Context: an optimization exercise on an open-source flow, tuned for small area, a short achievable clock period and few clock cycles per item. The choices shown serve that exercise and are no tape-out recipe.
In this exercise RTL edits were held to simulation tests only and were not proved equivalent to the original.
Power is estimated from default activity; no workload was simulated.

== P ==
## two_finger_gesture_classifier_unit
module two_finger_gesture_classifier_unit #(
   parameter int MAX_CONTACTS = tfgc_pkg::MAX_CONTACTS_DEF,
   parameter int COORD_BITS   = tfgc_pkg::COORD_BITS_DEF
) (
   input  logic               clock,
   input  logic               reset,
   input  logic               req_valid,
   output logic               req_stall,
   input  logic [2:0]         req_op,
   input  logic [1:0]         req_contact,
   input  logic [11:0]        req_pos_x,
   input  logic [11:0]        req_pos_y,
   output logic               rsp_valid,
   input  logic               rsp_stall,
   output logic [1:0]         rsp_gesture,
   output logic signed [31:0] rsp_value_x,
   output logic signed [31:0] rsp_value_y,
   output logic [2:0]         rsp_touch_count,
   input  logic               csr_write,
   input  logic [1:0]         csr_index,
   input  logic [15:0]        csr_wdata
);
Size: about 11000 cells after synthesis, ~1100 flip-flops, roughly 120 I/O pins, ~89000 µm² of cells after synthesis.
clock: 11.0 ns
lec_check: 0
abc_area: 1
cap_margin: 20
core_margin: 2
core_utilization: 65
cts_buf_list: sky130_fd_sc_hd__clkbuf_4 sky130_fd_sc_hd__clkbuf_8
cts_cluster_size: 30
place_density: 0.75
setup_slack_margin: 5
slew_margin: 20
run.sh (not shown) runs the stock make flow with config.mk's settings and CLKGATE_MAP_FILE= SYNTH_SCRIPT=/design/flow/synth_recipe.tcl, a recipe that flattens the netlist after the stock synthesis.
P went all the way through the flow, and no timing, DRC or antenna check failed.
Testbench counts of P, summed over its fixed seeds: cycles 6,674, items 6,484.
What Q does differently from P at the input level:
Settings: CTS_CLUSTER_SIZE removed (was 30); PLACE_DENSITY changed from 0.75 to 0.82; CORE_UTILIZATION changed from 65 to 72; CTS_BUF_LIST removed (was sky130_fd_sc_hd__clkbuf_4 sky130_fd_sc_hd__clkbuf_8).
Results
Layout checks on Q: not met. Flow itself completed; violations: capacitance limit, slew limit.
P completed end to end with timing, DRC and antenna clean.
The type of the worst setup path comes out register to register in one run and register to output pin in the other, namely in Q and P respectively.
Q ends up with higher number of search-and-repair iterations in the first detailed-routing pass than P does.
On number of cells traversed by the worst register-to-register path: Q sits below P.
| final critical delay including setup and external delays | Q vs P | 320 ps lower |
Modified inputs, R compared to Q
Settings: swapping 0.82 for 0.75 in PLACE_DENSITY; swapping 72 for 65 in CORE_UTILIZATION.
### Flow results
- Q: all stages done; final checks FAILED (capacitance limit, slew limit).
- The final layout from R, which completed every stage, passed the timing, DRC and antenna checks at the end of the flow.
- The final reports for R and Q show length of routed wiring on met1 higher in the former.
- Total clock network power ended up about 2% higher on R than on Q.
- The setup slack of R is smaller than that of Q.
- There was hardly any difference in layout inverter count without the clock tree between R and Q.
- The die footprint in R is 1.11 times that in Q.
- On overall power of the completed layout, Q loses to R.
- Cmp R vs Q: fraction of the cycle the final worst path needs higher in R
- R vs Q: design area up slightly
- Global-route wire length before repair: higher on Q
- Between R and Q, the routability congestion estimate is higher for Q.
- In the reports for R and Q, the larger arrival time at the worst endpoint belongs to Q.
For S, these inputs were changed with respect to R:
Settings: swapping 0.75 for 0.88 in PLACE_DENSITY; swapping 65 for 78 in CORE_UTILIZATION.
==> summary.txt <==
The flow ended early for S: it failed with a tool error in global routing (5_1_grt).
S has placement-stage worst setup slack below what R had.
Taking R as the reference, in S initial core utilization has increased, horizontal extent of the die has decreased.
As of S, number of gates resized after cts had risen by more than 10% compared to R.
Diff R -> S | number of buffers created by CTS | down by a few percent
Count of standard-cell rows: S lower than R

---

two_finger_gesture_classifier_unit, a different RTL version from the one above (not shown whole).
For scale: about 1100 flip-flops, ~120 I/O pins.
clock: 11.0 ns
lec_check: 0
abc_area: 1
cap_margin: 20
core_margin: 2
core_utilization: 60
place_density: 0.72
setup_slack_margin: 4.5
slew_margin: 20
The first run passed the timing, DRC and antenna checks.
Testbench counts at the start, summed over its fixed seeds: cycles 6,674, items 6,484.
Edit:
CORE_UTILIZATION = 65   (was 60)
PLACE_DENSITY = 0.75   (was 0.72)
SETUP_SLACK_MARGIN = 5   (was 4.5)
The new run produced a clean layout.
Cell area grows by 3.8%.
Worst setup slack gains 0.28 ns.
Utilization grows by 8.5 points.
Via count goes up by 4.2%.
Synthesized cell count does not change.
Cell count rises by 0.58%.
Critical path depth goes up by 11.
Total power came out higher by 4.8%.
Synthesized area stays the same.

==> port drivers added, routing unchanged <==
Ports are ideal in the flow. The routed layouts listed here were re-timed in OpenROAD. Step 1: set_driving_cell puts a clkbuf_16 on clock and a buf_2 on each other input, an assumption about the parent block. Step 2, shift: input delay + t, output delay - t, t = (earliest + latest rising clock arrival at the registers) / 2. This alone moves slack from input paths to output paths. a / b / c = ideal / step 1 / step 2; a / b = the first two.
| run | t (ns) | setup WS [ns] | worst setup path at the end | worst data-port slew with drivers (ns) | cell pins on the clock port's net |
|---|---|---|---|---|---|
| P | 1.030 | 4.513 / 4.429 / 5.150 | register to register | 0.11 | 1 |
| Q | 0.835 | 4.834 / 4.795 / 4.834 | register to register | 0.12 | 1 |
| R | 0.869 | 4.748 / 4.664 / 5.114 | register to register | 0.12 | 1 |
| the first run of note 2 | 0.890 | 4.567 / 4.470 / 4.778 | register to register | 0.08 | 1 |
| the second run of note 2 | 0.879 | 4.848 / 4.760 / 4.943 | register to register | 0.09 | 1 |
